This is an optimization exercise on Yosys and OpenROAD, whose aim is small area, not a production implementation. Function was checked by simulation only, so behaviour that the tests miss may differ from the original. Power and IR drop assume default switching activity.

Setup of P:
// trap_unit
module trap_unit (
  input  logic                               clk,
  input  logic                               reset,
  input  logic                               stall_n,
  input  logic                               hold_flag,
  input  logic                               exception_if,
  input  logic [3:0]                         cause_if,
  input  logic                               exception_id,
  input  logic [3:0]                         cause_id,
  input  logic [trap_pkg::xlen-1:0]          pc_id_ex,
  input  logic                               jump_en,
  input  logic [trap_pkg::xlen-1:0]          jump_addr,
  input  logic                               csr_valid,
  input  logic                               csr_write,
  input  logic [11:0]                        csr_addr,
  input  logic [trap_pkg::xlen-1:0]          csr_wdata,
  input  logic                               mret,
  input  logic [trap_pkg::ext_irq_lines-1:0] irq_lines,
  output logic [trap_pkg::xlen-1:0]          csr_rdata,
  output logic                               trap_taken,
  output logic [trap_pkg::xlen-1:0]          trap_target,
  output logic                               any_interrupt
);
For scale: roughly 1,700 cells after synthesis, about 320 flip-flops, about 15,000 um2 of cells after synthesis.
==> flow/config.mk <==
export PLATFORM = sky130hd
export DESIGN_NAME = trap_unit
export DESIGN_NICKNAME = trap_unit
export VERILOG_FILES = /design/flow/design.v
export SDC_FILE = /design/flow/constraint.sdc
export NUM_CORES = 4
export LEC_CHECK = 0
export CAP_MARGIN = 20
export CORE_MARGIN = 2
export CORE_UTILIZATION = 40
export SLEW_MARGIN = 20
==> flow/constraint.sdc <==
create_clock -name core_clock -period 5.5 [get_ports {clk}]
set_input_delay 1.1000 -clock core_clock [delete_from_list [all_inputs] [get_ports {clk}]]
set_output_delay 1.1000 -clock core_clock [all_outputs]
set_load 0.01 [all_outputs]
standard.sh (not shown) runs the stock make flow with config.mk's settings and CLKGATE_MAP_FILE= SYNTH_SCRIPT=/design/flow/synth_recipe.tcl, a recipe that flattens the netlist after the stock synthesis.
==> flow/flow/run.sh <==
#!/bin/bash
# Own flow: the standard layout (standard.sh) with
#  - port buffers made from the smallest buffer cell (buf_1),
#  - a clock tree without dummy loads,
#  - (if flow/area.abc exists) an area-oriented ABC mapping script in the synthesis.
# Each tool's output is logged in this folder (standard_flow.log, and ORFS's own logs under orfs/logs).
set -euo pipefail
W=$(pwd)
export OWN_WORK=$W
export OWN_ABC_SCRIPT=$W/flow/area.abc
export BUFFER_PORTS_ARGS="-buffer_cell sky130_fd_sc_hd__buf_1"
export CTS_ARGS="-sink_clustering_enable -repair_clock_nets -dont_use_dummy_load -buf_list sky130_fd_sc_hd__clkbuf_8 -sink_clustering_size 16 -sink_buffer_max_cap_derate 1.0 -sink_clustering_max_diameter 100"
bash standard.sh "SYNTH_SCRIPT=$W/flow/synth_wrap.tcl" "BUFFER_PORTS_ARGS=$BUFFER_PORTS_ARGS" "CTS_ARGS=$CTS_ARGS"  finish > standard_flow.log 2>&1
==> flow/flow/area.abc <==
strash
&get -n
&st
&dch
&nf
&put
topo
stime -c
==> flow/flow/synth_wrap.tcl <==
# The standard flow's synthesis script with Yosys's abc call given the area-oriented ABC script in
# flow/area.abc; every other step (registers included) is the standard synthesis's.
proc abc {args} {
  set i [lsearch -exact $args -script]
  if {$i >= 0} { lset args [expr {$i + 1}] $::env(OWN_ABC_SCRIPT) }
  yosys abc {*}$args
}
source $::env(OWN_WORK)/synth_recipe.tcl
No stage failed in P, and the final checks on the layout all came back clean.
For Q, these inputs were changed with respect to P:
diff --git a/flow/design.v b/flow/design.v
--- a/flow/design.v
+++ b/flow/design.v
@@ -154,31 +154,29 @@
   logic [31:0] wdata_rst0;
   assign wdata_rst0 = reset ? 32'd0 : csr_wdata;
   always_ff @(posedge clk) begin
     mtime[31:0]  <= (reset || (csr_wr && sel_time_lo)) ? wdata_rst0 : mtime_inc[31:0];
     mtime[63:32] <= (reset || (csr_wr && sel_time_hi)) ? wdata_rst0 : mtime_inc[63:32];
   end
-  logic [63:0] mtimecmp_n;
-  assign mtimecmp = ~mtimecmp_n;
   always_ff @(posedge clk) begin
     if (reset) begin
-      mtimecmp_n <= '0;
+      mtimecmp <= '1;
     end else if (csr_wr) begin
-      if (sel_cmp_lo) mtimecmp_n[31:0]  <= ~csr_wdata;
-      if (sel_cmp_hi) mtimecmp_n[63:32] <= ~csr_wdata;
+      if (sel_cmp_lo) mtimecmp[31:0]  <= csr_wdata;
+      if (sel_cmp_hi) mtimecmp[63:32] <= csr_wdata;
     end
   end
   always_comb begin
     logic ge_blk, gt_blk;
     time_ge = 1'b1;
     for (int k = 0; k < 8; k++) begin
       ge_blk = 1'b1;
       gt_blk = 1'b0;
       for (int j = 0; j < 8; j++) begin
-        ge_blk = (mtime[8*k+j] & mtimecmp_n[8*k+j]) | (mtime[8*k+j] & ge_blk) | (mtimecmp_n[8*k+j] & ge_blk);
-        gt_blk = (mtime[8*k+j] & mtimecmp_n[8*k+j]) | (mtime[8*k+j] & gt_blk) | (mtimecmp_n[8*k+j] & gt_blk);
+        ge_blk = (mtime[8*k+j] & ~mtimecmp[8*k+j]) | (mtime[8*k+j] & ge_blk) | (~mtimecmp[8*k+j] & ge_blk);
+        gt_blk = (mtime[8*k+j] & ~mtimecmp[8*k+j]) | (mtime[8*k+j] & gt_blk) | (~mtimecmp[8*k+j] & gt_blk);
       end
       time_ge = time_ge ? ge_blk : gt_blk;
     end
   end
   always_ff @(posedge clk) begin
     if (reset) begin
Results
Q finished every stage and its layout cleared the timing, DRC and antenna checks.
Q ends up with a worst hold slack across all endpoints that is 0.015 ns higher than in P.
Q vs P: multi-input gate count up
Q vs P: tap cell instance count up by a little under 10%
Diff P -> Q: final area higher, post-route total power higher, row count higher, sequential cell count roughly the same.
Compared with P, Q shows part of the power in the clock network lower by 0.7 points.
Vertical die dimension in Q is 1.9 um above P.

[what the ideal ports hide]
In the flow no input, the clock included, has a driving cell. The finished layouts below were timed again as built, in two steps.
Step 1 (the two cells are an assumption about what drives the block):
set clk [get_ports {clk}]
set_driving_cell -lib_cell sky130_fd_sc_hd__clkbuf_16 $clk
set_driving_cell -lib_cell sky130_fd_sc_hd__buf_2 [delete_from_list [all_inputs] $clk]
Step 2 adds t to the input delays and takes it off the output delays; t is the mean of the earliest and latest rising clock arrival at the registers after step 1. Input paths then give back, and output paths get back, about the clock's delay inside the block.
Slacks: ideal ports / drivers / drivers and shift; pairs: ideal ports / drivers.
| run | shift t [ns] | slack for setup (ns) | slew at the worst register clock pin (ns) |
|---|---|---|---|
| P | 0.626 | 0.259 / 0.209 / 0.282 | 0.11 / 0.11 |
| Q | 0.634 | 0.218 / 0.166 / 0.191 | 0.12 / 0.12 |
After both steps setup and hold are still met in every run listed. For Q, which loses most, drivers alone change the setup slack by -0.052 ns; drivers and shift together by -0.027 ns.
